This design comes from an exercise in tuning for small area, a short achievable clock period and few clock cycles per item on the open sky130 flow, not from production work.
Power is estimated from default activity; no workload was simulated.

==> trial 95: inputs <==
## pixel_frame_statistics_unit
module pixel_frame_statistics_unit #(
    parameter int MAX_WIDTH  = 4096,
    parameter int MAX_HEIGHT = 4096
) (
    input  logic        i_clk,
    input  logic        i_rst_n,
    input  logic        i_cfg_we,
    input  logic [12:0] i_cfg_wdata,
    input  logic        i_pix_valid,
    output logic        o_pix_ready,
    input  logic [24:0] i_pix,
    output logic        o_rpt_valid,
    input  logic        i_rpt_ready,
    output logic [50:0] o_rpt
);
==> module pixel_frame_statistics_unit, before the edit <==
module pixel_frame_statistics_unit #(
    parameter int MAX_WIDTH  = 4096,
    parameter int MAX_HEIGHT = 4096
) (
    input  logic        i_clk,
    input  logic        i_rst_n,
    input  logic        i_cfg_we,
    input  logic [12:0] i_cfg_wdata,
    input  logic        i_pix_valid,
    output logic        o_pix_ready,
    input  logic [24:0] i_pix,
    output logic        o_rpt_valid,
    input  logic        i_rpt_ready,
    output logic [50:0] o_rpt
);
    logic [11:0] r_wm1;
    logic [11:0] r_col, r_row;
    logic        r_first;               
    logic        r_rep;                 
    logic [1:0]  r_kind;
    logic [23:0] r_bpos, r_dpos;        
    logic [23:0] r_bpix, r_dpix;        
    logic [2:0][7:0] r_max;
    logic [2:0][7:0] r_min;
    logic [2:0][7:0] ch;
    logic        accept, taken, wrap;
    logic [9:0]  sum, bsum, dsum;
    assign ch[0] = i_pix[24:17];
    assign ch[1] = i_pix[16:9];
    assign ch[2] = i_pix[8:1];
    assign taken       = r_rep && i_rpt_ready;
    assign o_pix_ready = !r_rep || (r_kind == 2'd3 && i_rpt_ready);
    assign accept      = i_pix_valid && o_pix_ready;
    assign o_rpt_valid = r_rep;
    assign sum  = 10'(ch[0]) + 10'(ch[1]) + 10'(ch[2]);
    assign bsum = 10'(r_bpix[23:16]) + 10'(r_bpix[15:8]) + 10'(r_bpix[7:0]);
    assign dsum = 10'(r_dpix[23:16]) + 10'(r_dpix[15:8]) + 10'(r_dpix[7:0]);
    assign wrap = r_col >= r_wm1;
    always_comb begin
        o_rpt[50:49] = r_kind;
        o_rpt[0]     = (r_kind == 2'd3);
        unique case (r_kind)
            2'd0: o_rpt[48:1] = {r_bpos, r_bpix};
            2'd1: o_rpt[48:1] = {r_dpos, r_dpix};
            2'd2: o_rpt[48:1] = {24'd0, r_max[0], r_max[1], r_max[2]};
            default: o_rpt[48:1] = {24'd0, r_min[0], r_min[1], r_min[2]};
        endcase
    end
    always_ff @(posedge i_clk) begin
        if (!i_rst_n) begin
            r_wm1 <= 12'd639;
        end else if (i_cfg_we) begin
            if (i_cfg_wdata[12])
                r_wm1 <= 12'd4095;
            else if (i_cfg_wdata[11:0] == 12'd0)
                r_wm1 <= 12'd0;
            else
                r_wm1 <= i_cfg_wdata[11:0] - 12'd1;
        end
    end
    always_ff @(posedge i_clk) begin
        if (!i_rst_n) begin
            r_col   <= '0;
            r_row   <= '0;
            r_first <= 1'b1;
            r_rep   <= 1'b0;
            r_kind  <= 2'd0;
        end else begin
            if (taken) begin
                r_kind <= r_kind + 2'd1;
                if (r_kind == 2'd3) r_rep <= 1'b0;
            end
            if (accept) begin
                r_first <= i_pix[0];
                if (i_pix[0]) begin
                    r_col <= '0;
                    r_row <= '0;
                    r_rep <= 1'b1;
                end else if (wrap) begin
                    r_col <= '0;
                    if (r_row != 12'd4095) r_row <= r_row + 12'd1;
                end else begin
                    r_col <= r_col + 12'd1;
                end
            end
        end
    end
    always_ff @(posedge i_clk) begin
        if (accept) begin
            if (r_first || sum > bsum) begin
                r_bpos <= {r_col, r_row};
                r_bpix <= i_pix[24:1];
            end
            if (r_first || sum < dsum) begin
                r_dpos <= {r_col, r_row};
                r_dpix <= i_pix[24:1];
            end
            for (int i = 0; i < 3; i++) begin
                if (r_first || ch[i] > r_max[i]) r_max[i] <= ch[i];
                if (r_first || ch[i] < r_min[i]) r_min[i] <= ch[i];
            end
        end
    end
endmodule
==> flow/config.mk <==
export PLATFORM = sky130hd
export DESIGN_NAME = pixel_frame_statistics_unit
export DESIGN_NICKNAME = pixel_frame_statistics_unit
export VERILOG_FILES = /design/flow/design.v
export SDC_FILE = /design/flow/constraint.sdc
export NUM_CORES = 4
export LEC_CHECK = 0
export CAP_MARGIN = 20
export CORE_MARGIN = 2
export CORE_UTILIZATION = 40
export PLACE_DENSITY = 0.6
export SLEW_MARGIN = 20
==> flow/constraint.sdc <==
create_clock -name core_clock -period 4.5 [get_ports {i_clk}]
set_input_delay 0.9000 -clock core_clock [delete_from_list [all_inputs] [get_ports {i_clk}]]
set_output_delay 0.9000 -clock core_clock [all_outputs]
set_load 0.01 [all_outputs]
run.sh (not shown) runs the stock make flow with config.mk's settings and CLKGATE_MAP_FILE= SYNTH_SCRIPT=/design/flow/synth_recipe.tcl, a recipe that flattens the netlist after the stock synthesis.
==> inputs of trial 55, as changes to trial 95 <==
==> flow/design.v (replaced) <==
module pixel_frame_statistics_unit #(
    parameter int MAX_WIDTH  = 4096,
    parameter int MAX_HEIGHT = 4096
) (
    input  logic        i_clk,
    input  logic        i_rst_n,
    input  logic        i_cfg_we,
    input  logic [12:0] i_cfg_wdata,
    input  logic        i_pix_valid,
    output logic        o_pix_ready,
    input  logic [24:0] i_pix,
    output logic        o_rpt_valid,
    input  logic        i_rpt_ready,
    output logic [50:0] o_rpt
);
    logic [11:0] r_wm1;
    logic [11:0] r_col, r_row;
    logic [11:0] n_col;
    logic        r_first;               
    logic        r_ready;               
    logic        r_rep;                 
    logic [1:0]  r_kind;
    logic        r_last;                
    logic [23:0] r_bpos, r_dpos;        
    logic [23:0] r_bpix, r_dpix;        
    logic [9:0]  r_bsum, r_dsum;
    logic [23:0] r_max, r_min;          
    logic        p_valid;               
    logic [24:0] p_pix;
    logic [9:0]  p_sum;
    logic        p_wrap;                
    logic        accept, fold, taken;
    logic [9:0]  sum;
    logic        upd_b, upd_d;
    logic [2:0]  upd_max, upd_min;
    assign o_pix_ready = r_ready;
    assign accept      = i_pix_valid && r_ready;
    assign fold        = p_valid;
    assign taken       = r_rep && i_rpt_ready;
    assign o_rpt_valid = r_rep;
    assign o_rpt       = {r_kind, r_bpos, r_bpix, r_last};
    function automatic logic gt_tree(input logic [15:0] a, input logic [15:0] b, input int n);
        logic [15:0] g, e;
        for (int i = 0; i < 16; i++) begin
            g[i] = (i < n) && a[i] && !b[i];
            e[i] = (i >= n) || !(a[i] ^ b[i]);
        end
        for (int d = 1; d < 16; d = d * 2) begin
            for (int i = 0; i + d < 16; i = i + 2 * d) begin
                g[i] = g[i + d] || (e[i + d] && g[i]);
                e[i] = e[i + d] && e[i];
            end
        end
        gt_tree = g[0];
    endfunction
    always_comb begin : b_sum
        logic [7:0] x, y, z;
        logic [8:0] cs, cc;             
        logic [8:0] g, p, gp;
        x  = i_pix[24:17];
        y  = i_pix[16:9];
        z  = i_pix[8:1];
        cs = {1'b0, x ^ y ^ z};
        cc = {(x & y) | (x & z) | (y & z), 1'b0};
        g  = cs & cc;
        p  = cs ^ cc;
        gp = p;
        for (int d = 1; d < 9; d = d * 2) begin
            for (int i = 8; i >= d; i--) begin
                g[i]  = g[i] | (gp[i] & g[i - d]);
                gp[i] = gp[i] & gp[i - d];
            end
        end
        sum[0]   = p[0];
        sum[8:1] = p[8:1] ^ g[7:0];
        sum[9]   = g[8];
    end
    always_comb begin
        n_col = r_col;
        if (fold) begin
            if (p_pix[0] || p_wrap) n_col = '0;
            else                    n_col = r_col + 12'd1;
        end
    end
    always_ff @(posedge i_clk) begin
        p_pix  <= i_pix;
        p_sum  <= sum;
        if (fold && (p_pix[0] || p_wrap)) p_wrap <= r_wm1 == 12'd0;
        else p_wrap <= r_col >= r_wm1 || (fold && r_col + 12'd1 == r_wm1);
        if (!i_rst_n) p_valid <= 1'b0;
        else          p_valid <= accept;
    end
    always_ff @(posedge i_clk) begin
        if (!i_rst_n) begin
            r_wm1 <= 12'd639;
        end else if (i_cfg_we) begin
            if (i_cfg_wdata[12])
                r_wm1 <= 12'd4095;
            else if (i_cfg_wdata[11:0] == 12'd0)
                r_wm1 <= 12'd0;
            else
                r_wm1 <= i_cfg_wdata[11:0] - 12'd1;
        end
    end
    always_ff @(posedge i_clk) begin
        if (!i_rst_n) begin
            r_col   <= '0;
            r_row   <= '0;
            r_first <= 1'b1;
            r_ready <= 1'b1;
            r_rep   <= 1'b0;
            r_kind  <= 2'd0;
            r_last  <= 1'b0;
        end else begin
            r_col <= n_col;
            if (taken) begin
                r_kind <= r_kind + 2'd1;
                r_last <= r_kind == 2'd2;
                if (r_last) begin
                    r_rep   <= 1'b0;
                    r_ready <= 1'b1;
                end
            end
            if (accept && i_pix[0]) r_ready <= 1'b0;
            if (fold) begin
                r_first <= p_pix[0];
                if (p_pix[0]) begin
                    r_row <= '0;
                    r_rep <= 1'b1;
                end else if (p_wrap && r_row != 12'd4095) begin
                    r_row <= r_row + 12'd1;
                end
            end
        end
    end
    assign upd_b = fold && (r_first || gt_tree(16'(p_sum), 16'(r_bsum), 10));
    assign upd_d = fold && (r_first || gt_tree(16'(r_dsum), 16'(p_sum), 10));
    for (genvar i = 0; i < 3; i++) begin : g_ch
        assign upd_max[i] = fold && (r_first || gt_tree(16'(p_pix[8*i+1 +: 8]), 16'(r_max[8*i +: 8]), 8));
        assign upd_min[i] = fold && (r_first || gt_tree(16'(r_min[8*i +: 8]), 16'(p_pix[8*i+1 +: 8]), 8));
    end
    always_ff @(posedge i_clk) begin
        if (r_rep) begin
            if (i_rpt_ready) begin
                r_bpos <= r_dpos;
                r_bpix <= r_dpix;
                r_dpos <= '0;
                r_dpix <= r_max;
                r_max  <= r_min;
            end
        end else begin
            if (upd_b) begin
                r_bpos <= {r_col, r_row};
                r_bpix <= p_pix[24:1];
                r_bsum <= p_sum;
            end
            if (upd_d) begin
                r_dpos <= {r_col, r_row};
                r_dpix <= p_pix[24:1];
                r_dsum <= p_sum;
            end
            for (int i = 0; i < 3; i++) begin
                if (upd_max[i]) r_max[8*i +: 8] <= p_pix[8*i+1 +: 8];
                if (upd_min[i]) r_min[8*i +: 8] <= p_pix[8*i+1 +: 8];
            end
        end
    end
endmodule
- ABC_AREA: not set -> 1
- CORE_UTILIZATION: 40 -> 65
- CTS_BUF_LIST: not set -> sky130_fd_sc_hd__clkbuf_16
- CTS_CLUSTER_DIAMETER: not set -> 80
- CTS_CLUSTER_SIZE: not set -> 20
- PLACE_DENSITY: 0.6 -> 0.8
- SETUP_SLACK_MARGIN: not set -> 3.0
- TNS_END_PERCENT: not set -> 10
==> qor.txt <==
clk sinks: 243
WL/cell: 17.1 um
Layout non-clock buf frac: 8.61%
Resized Gates After CTS: 98
Max-slew headroom: 35.0%
num sequential: 243
reg2reg start: r_bsum[1]$_DFFE_PP_
outcome: timing/DRC/antenna clean
Final Skew: 0.0259 ns
Comb. pwr: 0.891 mW
WHS: 0.461 ns
The numbers above come from trial 55.

==> qor.txt <==
outcome: timing/DRC/antenna clean
Max-slew headroom: 39.7%
num sequential: 184
WHS: 0.476 ns
Final Skew: 0.0269 ns
reg2reg start: r_dpix[1]$_DFFE_PP_
WL/cell: 18.5 um
Comb. pwr: 2.00 mW
The numbers above come from trial 95.

Function was not checked in any run of this note: the RTL went through the layout flow alone.

what the ideal ports hide:
How much do the figures lean on ideal ports? The routed layouts below were timed once more, with nothing changed but the port constraints. Step 1: set_driving_cell puts a clkbuf_16 on i_clk and a buf_2 on each other input, an assumption about the parent block. Step 2 moves the port delays by t, midway between the first and last clock arrival at a register: inputs arrive t later, outputs are due t later. That takes back most of the time a late clock gives input paths. a / b / c = no drivers / after step 1 / after step 2; a / b = the first two.
| run | shift t [ns] | setup slack, ns | worst hold slack (ns) |
|---|---|---|---|
| trial 95 | 0.482 | 0.221 / 0.245 / -0.237 | 0.476 / 0.476 / 0.476 |
| trial 55 | 0.526 | 2.140 / 2.137 / 1.611 | 0.461 / 0.461 / 0.461 |
With both steps, setup timing fails in trial 95, where it was met with ideal ports. For trial 55, which loses most, drivers alone change the setup slack by -0.003 ns; drivers and shift together by -0.529 ns.
